From an optimization exercise on the open Yosys and OpenROAD flow, aimed at a short achievable clock period and few clock cycles per item; shortcuts taken in it are not production practice.
Where RTL was checked, it was by simulation tests only, not by an equivalence proof against the original.

==> inputs of v25 <==
## virtio_mmio_top
module virtio_mmio_top
#(
	parameter int ID_W      = 1,
	parameter int QUEUE_NUM = 1
)
(
	input  logic            axi_aclk,
	input  logic            axi_aresetn,
	input  logic [ID_W-1:0] awid,
	input  logic [11:0]     awaddr,
	input  logic [7:0]      awlen,
	input  logic [1:0]      awburst,
	input  logic            awvalid,
	output logic            awready,
	input  logic [31:0]     wdata,
	input  logic            wlast,
	input  logic            wvalid,
	output logic            wready,
	output logic [ID_W-1:0] bid,
	output logic [1:0]      bresp,
	output logic            bvalid,
	input  logic            bready,
	input  logic [ID_W-1:0] arid,
	input  logic [11:0]     araddr,
	input  logic [7:0]      arlen,
	input  logic [1:0]      arburst,
	input  logic            arvalid,
	output logic            arready,
	output logic [ID_W-1:0] rid,
	output logic [31:0]     rdata,
	output logic [1:0]      rresp,
	output logic            rlast,
	output logic            rvalid,
	input  logic            rready,
	output logic            interrupt
);
clock: 5.0 ns
lec_check: 0
abc_clock_period_in_ps: 2000
cap_margin: 20
core_margin: 2
core_utilization: 40
setup_slack_margin: 3.0
slew_margin: 20
standard.sh (not shown) runs the stock make flow with config.mk's settings and CLKGATE_MAP_FILE= SYNTH_SCRIPT=/design/flow/synth_recipe.tcl, a recipe that flattens the netlist after the stock synthesis.
==> flow/flow/run.sh <==
#!/bin/bash
# The standard layout, with two sizing options changed so timing repair can
# work on the port buffers: port buffers start as buf_4 instead of a delay
# cell, and resizing may change a cell's footprint.
set -euo pipefail
bash standard.sh MATCH_CELL_FOOTPRINT=0 "BUFFER_PORTS_ARGS=-buffer_cell sky130_fd_sc_hd__buf_4" finish > standard_flow.log 2>&1
==> inputs of v24, as changes to v25 <==
--- a/flow/design.v
+++ b/flow/design.v
@@ -34,23 +34,24 @@
 	assign bresp = OKAY;
 	logic [12:0]     awf_sel   [AWF_D];
 	logic [9:0]      awf_addr  [AWF_D];
 	logic            awf_fixed [AWF_D];
 	logic [ID_W-1:0] awf_id    [AWF_D];
 	logic            awf_rp, awf_wp;
-	logic [1:0]      awf_cnt, awf_cnt_n;
+	logic            awf_ne, awf_full, awf_ne_n, awf_full_n;
 	logic [31:0]     wf_data [WF_D];
 	logic            wf_last [WF_D];
 	logic            wf_rp, wf_wp;
-	logic [1:0]      wf_cnt, wf_cnt_n;
+	logic            wf_ne, wf_full, wf_ne_n, wf_full_n;
 	logic            cur;
 	logic [12:0]     cur_sel;
 	logic [9:0]      cur_addr;
 	logic            cur_fixed;
 	logic [ID_W-1:0] cur_id;
-	logic [3:0]      out_cnt, out_cnt_n;
+	logic [3:0]      out_cnt;
+	logic            out_full, out_full_n;
 	logic [ID_W-1:0] bf_id [MAX_OUT];
 	logic [2:0]      bf_rp, bf_wp;
 	logic [3:0]      bf_cnt;
 	logic            aw_hs, w_hs, b_hs;
 	logic            beat_ok, go;
 	logic [31:0]     beat_data;
@@ -64,40 +65,72 @@
 	logic            b_push;
 	assign aw_hs    = awvalid && awready;
 	assign w_hs     = wvalid && wready;
 	assign b_hs     = bvalid && bready;
 	assign in_fixed = (awburst == BURST_FIXED);
 	wr_slot_decode #(.NEXT(0)) i_dec_in (.addr(awaddr[11:2]), .sel(in_sel));
-	assign beat_ok   = (wf_cnt != 0) || w_hs;
-	assign beat_data = (wf_cnt != 0) ? wf_data[wf_rp] : wdata;
-	assign beat_last = (wf_cnt != 0) ? wf_last[wf_rp] : wlast;
+	assign beat_ok   = wf_ne || w_hs;
+	assign beat_data = wf_ne ? wf_data[wf_rp] : wdata;
+	assign beat_last = wf_ne ? wf_last[wf_rp] : wlast;
 	assign ctx_sel   = cur ? cur_sel   : in_sel;
 	assign ctx_addr  = cur ? cur_addr  : awaddr[11:2];
 	assign ctx_fixed = cur ? cur_fixed : in_fixed;
 	assign ctx_id    = cur ? cur_id    : awid;
 	wr_slot_decode #(.NEXT(1)) i_dec_next (.addr(ctx_addr), .sel(ctx_sel_next));
 	assign go = beat_ok && (cur || aw_hs);
-	assign in_to_cur = (go && cur && beat_last && (awf_cnt == 0)) || (!go && !cur);
-	assign awf_push  = aw_hs && !(go && !cur) && !in_to_cur;
-	assign awf_pop   = go && beat_last && (awf_cnt != 0);
-	assign wf_pop    = go && (wf_cnt != 0);
-	assign wf_push   = w_hs && !(go && (wf_cnt == 0));
+	assign in_to_cur = (go && cur && beat_last && !awf_ne) || (!go && !cur);
+	assign awf_push  = aw_hs && cur && !(go && beat_last && !awf_ne);
+	assign awf_pop   = go && beat_last && awf_ne;
+	assign wf_pop    = go && wf_ne;
+	assign wf_push   = w_hs && !(go && !wf_ne);
 	assign b_push    = go && beat_last;
-	assign awf_cnt_n = awf_cnt + 2'(awf_push) - 2'(awf_pop);
-	assign wf_cnt_n  = wf_cnt + 2'(wf_push) - 2'(wf_pop);
-	assign out_cnt_n = out_cnt + 4'(aw_hs) - 4'(b_hs);
+	always_comb
+	begin
+		awf_ne_n   = awf_ne;
+		awf_full_n = awf_full;
+		if (awf_push && !awf_pop)
+		begin
+			awf_ne_n   = 1'b1;
+			awf_full_n = awf_ne;
+		end
+		else if (awf_pop && !awf_push)
+		begin
+			awf_ne_n   = awf_full;
+			awf_full_n = 1'b0;
+		end
+		wf_ne_n   = wf_ne;
+		wf_full_n = wf_full;
+		if (wf_push && !wf_pop)
+		begin
+			wf_ne_n   = 1'b1;
+			wf_full_n = wf_ne;
+		end
+		else if (wf_pop && !wf_push)
+		begin
+			wf_ne_n   = wf_full;
+			wf_full_n = 1'b0;
+		end
+		out_full_n = out_full;
+		if (aw_hs && !b_hs)
+			out_full_n = (out_cnt == 4'(MAX_OUT - 1));
+		else if (b_hs && !aw_hs)
+			out_full_n = 1'b0;
+	end
 	always_ff @(posedge axi_aclk)
 	begin
 		if (!axi_aresetn)
 		begin
 			awf_rp  <= '0;
 			awf_wp  <= '0;
-			awf_cnt <= '0;
+			awf_ne   <= 1'b0;
+			awf_full <= 1'b0;
 			wf_rp   <= '0;
 			wf_wp   <= '0;
-			wf_cnt  <= '0;
+			wf_ne    <= 1'b0;
+			wf_full  <= 1'b0;
+			out_full <= 1'b0;
 			cur     <= 1'b0;
 			out_cnt <= '0;
 			awready <= 1'b1;
 			wready  <= 1'b1;
 			bank_we <= 1'b0;
 		end
@@ -108,20 +141,23 @@
 			if (awf_pop)
 				awf_rp <= !awf_rp;
 			if (wf_push)
 				wf_wp <= !wf_wp;
 			if (wf_pop)
 				wf_rp <= !wf_rp;
-			awf_cnt <= awf_cnt_n;
-			wf_cnt  <= wf_cnt_n;
-			out_cnt <= out_cnt_n;
-			awready <= (out_cnt_n < 4'(MAX_OUT)) && (awf_cnt_n < 2'(AWF_D));
-			wready  <= (wf_cnt_n < 2'(WF_D));
+			awf_ne   <= awf_ne_n;
+			awf_full <= awf_full_n;
+			wf_ne    <= wf_ne_n;
+			wf_full  <= wf_full_n;
+			out_full <= out_full_n;
+			out_cnt  <= out_cnt + 4'(aw_hs) - 4'(b_hs);
+			awready  <= !out_full_n && !awf_full_n;
+			wready   <= !wf_full_n;
 			bank_we <= go;
 			if (go)
-				cur <= !beat_last || (awf_cnt != 0) || (aw_hs && cur);
+				cur <= !beat_last || awf_ne || (aw_hs && cur);
 			else if (aw_hs)
 				cur <= 1'b1;
 		end
 	end
 	always_ff @(posedge axi_aclk)
 	begin
@@ -148,13 +184,13 @@
 		begin
 			cur_sel   <= ctx_fixed ? ctx_sel : ctx_sel_next;
 			cur_addr  <= ctx_fixed ? ctx_addr : ctx_addr + 10'd1;
 			cur_fixed <= ctx_fixed;
 			cur_id    <= ctx_id;
 		end
-		else if (go && (awf_cnt != 0))
+		else if (go && awf_ne)
 		begin
 			cur_sel   <= awf_sel[awf_rp];
 			cur_addr  <= awf_addr[awf_rp];
 			cur_fixed <= awf_fixed[awf_rp];
 			cur_id    <= awf_id[awf_rp];
 		end
@@ -240,80 +276,102 @@
 	input  logic            rready,
 	output logic [16:0]     bank_rsel,
 	input  logic [31:0]     bank_rdata,
 	output logic [16:0]     bank_rsel_in,
 	input  logic [31:0]     bank_rdata_in
 );
-	localparam int ARF_D = 2;
+	localparam int ARF_D = 2;    
 	localparam [1:0] BURST_FIXED = 2'b00;
 	localparam [1:0] OKAY        = 2'b00;
 	assign rresp = OKAY;
 	logic [16:0]     arf_sel   [ARF_D];
 	logic [9:0]      arf_addr  [ARF_D];
 	logic [7:0]      arf_len   [ARF_D];
+	logic            arf_last  [ARF_D];    
 	logic            arf_fixed [ARF_D];
 	logic [ID_W-1:0] arf_id    [ARF_D];
 	logic            arf_rp, arf_wp;
-	logic [1:0]      arf_cnt, arf_cnt_n;
+	logic            arf_ne, arf_full, arf_ne_n, arf_full_n;
 	logic            cur;
 	logic [16:0]     cur_sel;
 	logic [9:0]      cur_addr;
 	logic [7:0]      cur_len;
+	logic            cur_last;             
 	logic            cur_fixed;
 	logic [ID_W-1:0] cur_id;
 	logic            ar_hs, take, go;
 	logic [16:0]     in_sel, in_sel_next, src_sel_next;
 	logic            in_fixed;
 	logic [16:0]     src_sel;
 	logic [9:0]      src_addr;
 	logic [7:0]      src_len;
+	logic            src_last, src_last_next, in_last;
 	logic            src_fixed;
 	logic [ID_W-1:0] src_id;
 	logic            in_used, arf_push, arf_pop;
 	logic [16:0]     cur_sel_n;
 	logic            cur_n;
 	assign ar_hs    = arvalid && arready;
 	assign take     = !rvalid || rready;
 	assign in_fixed = (arburst == BURST_FIXED);
 	rd_slot_decode #(.NEXT(0)) i_dec_in (.addr(araddr[11:2]), .sel(in_sel));
 	assign src_sel   = cur ? cur_sel   : in_sel;
 	assign src_addr  = cur ? cur_addr  : araddr[11:2];
 	assign src_len   = cur ? cur_len   : arlen;
+	assign in_last   = (arlen == 8'd0);
+	assign src_last  = cur ? cur_last  : in_last;
+	assign src_last_next = cur ? (cur_len == 8'd1) : (arlen == 8'd1);
 	assign src_fixed = cur ? cur_fixed : in_fixed;
 	assign src_id    = cur ? cur_id    : arid;
 	assign go        = take && (cur || ar_hs);
 	rd_slot_decode #(.NEXT(1)) i_dec_next (.addr(src_addr), .sel(src_sel_next));
 	assign bank_rsel    = cur_sel;
 	assign bank_rsel_in = in_sel;
-	assign in_used  = ar_hs && !cur && (arf_cnt == 0);
-	assign arf_push = ar_hs && !in_used && !(go && cur && (cur_len == 8'd0) && (arf_cnt == 0));
-	assign arf_pop  = go && (src_len == 8'd0) && (arf_cnt != 0);
-	assign arf_cnt_n = arf_cnt + 2'(arf_push) - 2'(arf_pop);
+	assign in_used  = ar_hs && !cur;
+	assign arf_push = ar_hs && cur && !(take && cur_last && !arf_ne);
+	assign arf_pop  = take && cur && cur_last && arf_ne;
+	always_comb
+	begin
+		arf_ne_n   = arf_ne;
+		arf_full_n = arf_full;
+		if (arf_push && !arf_pop)
+		begin
+			arf_ne_n   = 1'b1;
+			arf_full_n = arf_ne;
+		end
+		else if (arf_pop && !arf_push)
+		begin
+			arf_ne_n   = arf_full;
+			arf_full_n = 1'b0;
+		end
+	end
 	always_ff @(posedge axi_aclk)
 	begin
 		if (!axi_aresetn)
 		begin
 			arf_rp  <= '0;
 			arf_wp  <= '0;
-			arf_cnt <= '0;
-			cur     <= 1'b0;
+			arf_ne   <= 1'b0;
+			arf_full <= 1'b0;
+			cur      <= 1'b0;
 			rvalid  <= 1'b0;
 			arready <= 1'b1;
 		end
 		else
 		begin
 			if (arf_push)
 				arf_wp <= !arf_wp;
 			if (arf_pop)
 				arf_rp <= !arf_rp;
-			arf_cnt <= arf_cnt_n;
-			arready <= (arf_cnt_n < 2'(ARF_D));
+			arf_ne   <= arf_ne_n;
+			arf_full <= arf_full_n;
+			arready  <= !arf_full_n;
 			if (take)
 				rvalid <= cur || ar_hs;
 			if (go)
-				cur <= (src_len != 8'd0) || (arf_cnt != 0) || (ar_hs && cur);
+				cur <= !src_last || arf_ne || (ar_hs && cur);
 			else if (ar_hs)
 				cur <= 1'b1;
 		end
 	end
 	always_ff @(posedge axi_aclk)
 	begin
@@ -323,47 +381,51 @@
 			rlast <= 1'b0;
 			rid   <= '0;
 		end
 		else if (go)
 		begin
 			rdata <= cur ? bank_rdata : bank_rdata_in;
-			rlast <= (src_len == 8'd0);
+			rlast <= src_last;
 			rid   <= src_id;
 		end
 	end
 	always_ff @(posedge axi_aclk)
 	begin
 		if (arf_push)
 		begin
 			arf_sel[arf_wp]   <= in_sel;
 			arf_addr[arf_wp]  <= araddr[11:2];
 			arf_len[arf_wp]   <= arlen;
+			arf_last[arf_wp]  <= in_last;
 			arf_fixed[arf_wp] <= in_fixed;
 			arf_id[arf_wp]    <= arid;
 		end
-		if (go && (src_len != 8'd0))
+		if (go && !src_last)
 		begin
 			cur_sel   <= src_fixed ? src_sel : src_sel_next;
 			cur_addr  <= src_fixed ? src_addr : src_addr + 10'd1;
 			cur_len   <= src_len - 8'd1;
+			cur_last  <= src_last_next;
 			cur_fixed <= src_fixed;
 			cur_id    <= src_id;
 		end
-		else if (go && (arf_cnt != 0))
+		else if (go && arf_ne)
 		begin
 			cur_sel   <= arf_sel[arf_rp];
 			cur_addr  <= arf_addr[arf_rp];
 			cur_len   <= arf_len[arf_rp];
+			cur_last  <= arf_last[arf_rp];
 			cur_fixed <= arf_fixed[arf_rp];
 			cur_id    <= arf_id[arf_rp];
 		end
 		else if ((go && cur) || (!go && !cur))
 		begin
 			cur_sel   <= in_sel;
 			cur_addr  <= araddr[11:2];
 			cur_len   <= arlen;
+			cur_last  <= in_last;
 			cur_fixed <= in_fixed;
 			cur_id    <= arid;
 		end
 	end
 endmodule
 module rd_slot_decode
==> flow/run.sh (new file) <==
#!/bin/bash
# synth_recipe.tcl (not shown) runs the flow's synth.tcl, then flattens the netlist and writes it again
# the make line also repeats each setting of config.mk as NAME=value (left out here)
make -C /OpenROAD-flow-scripts/flow DESIGN_CONFIG=/design/flow/config.mk WORK_HOME=/design/flow/orfs CLKGATE_MAP_FILE= SYNTH_SCRIPT=/design/flow/synth_recipe.tcl finish
ABC_CLOCK_PERIOD_IN_PS = 1000   (was 2000)
SETUP_SLACK_MARGIN = 3.3   (was 3.0)
removed: flow/flow/run.sh
removed: flow/standard.sh
==> impl_metrics.toml <==
[outcome]
status = "finished clean"

[clocking]
clkLatencyLatePin_ns = 0.63

[global_route]
grt_use_met3_pct = 7.03

[power_and_ir_drop]
p_int_mw = 11.8
clkPwrFrac_pct = 30.0
# the run above: v25

==> impl_metrics.toml <==
[outcome]
status = "finished clean"

[power_and_ir_drop]
p_int_mw = 10.9
clkPwrFrac_pct = 33.2

[clocking]
clk_pin_slew_worst_paths_ns = 0.07
clkLatencyLatePin_ns = 0.65

[cells_and_area]
antenna_cells = 2
# the run above: v24

Testbench counts of v24, summed over its fixed seeds: cycles 8,757, items 11,627.
Function not checked in v25: the RTL went through the layout flow alone.

[separate check: timing with driven ports]
No port has a modelled driver above. Below, the same layouts with a new extraction and two added sets of constraints.
Step 1 assumes that a clkbuf_16 drives the clock port and a buf_2 every other input.
Step 2, shift: input delay + t, output delay - t, t = (earliest + latest rising clock arrival at the registers) / 2. This alone moves slack from input paths to output paths.
a / b / c = no drivers / after step 1 / after step 2; a / b = the first two.
| run | t, ns | slack for setup (ns) | worst setup path at the end | pins driven straight from the clock port |
|---|---|---|---|---|
| v25 | 0.683 | 2.528 / 2.528 / 1.966 | input to register | 1 |
| v24 | 0.699 | 2.684 / 2.652 / 1.953 | input to register | 1 |
After both steps every run listed still meets setup and hold. For v24, which loses most, drivers alone change the setup slack by -0.032 ns; drivers and shift together by -0.731 ns.
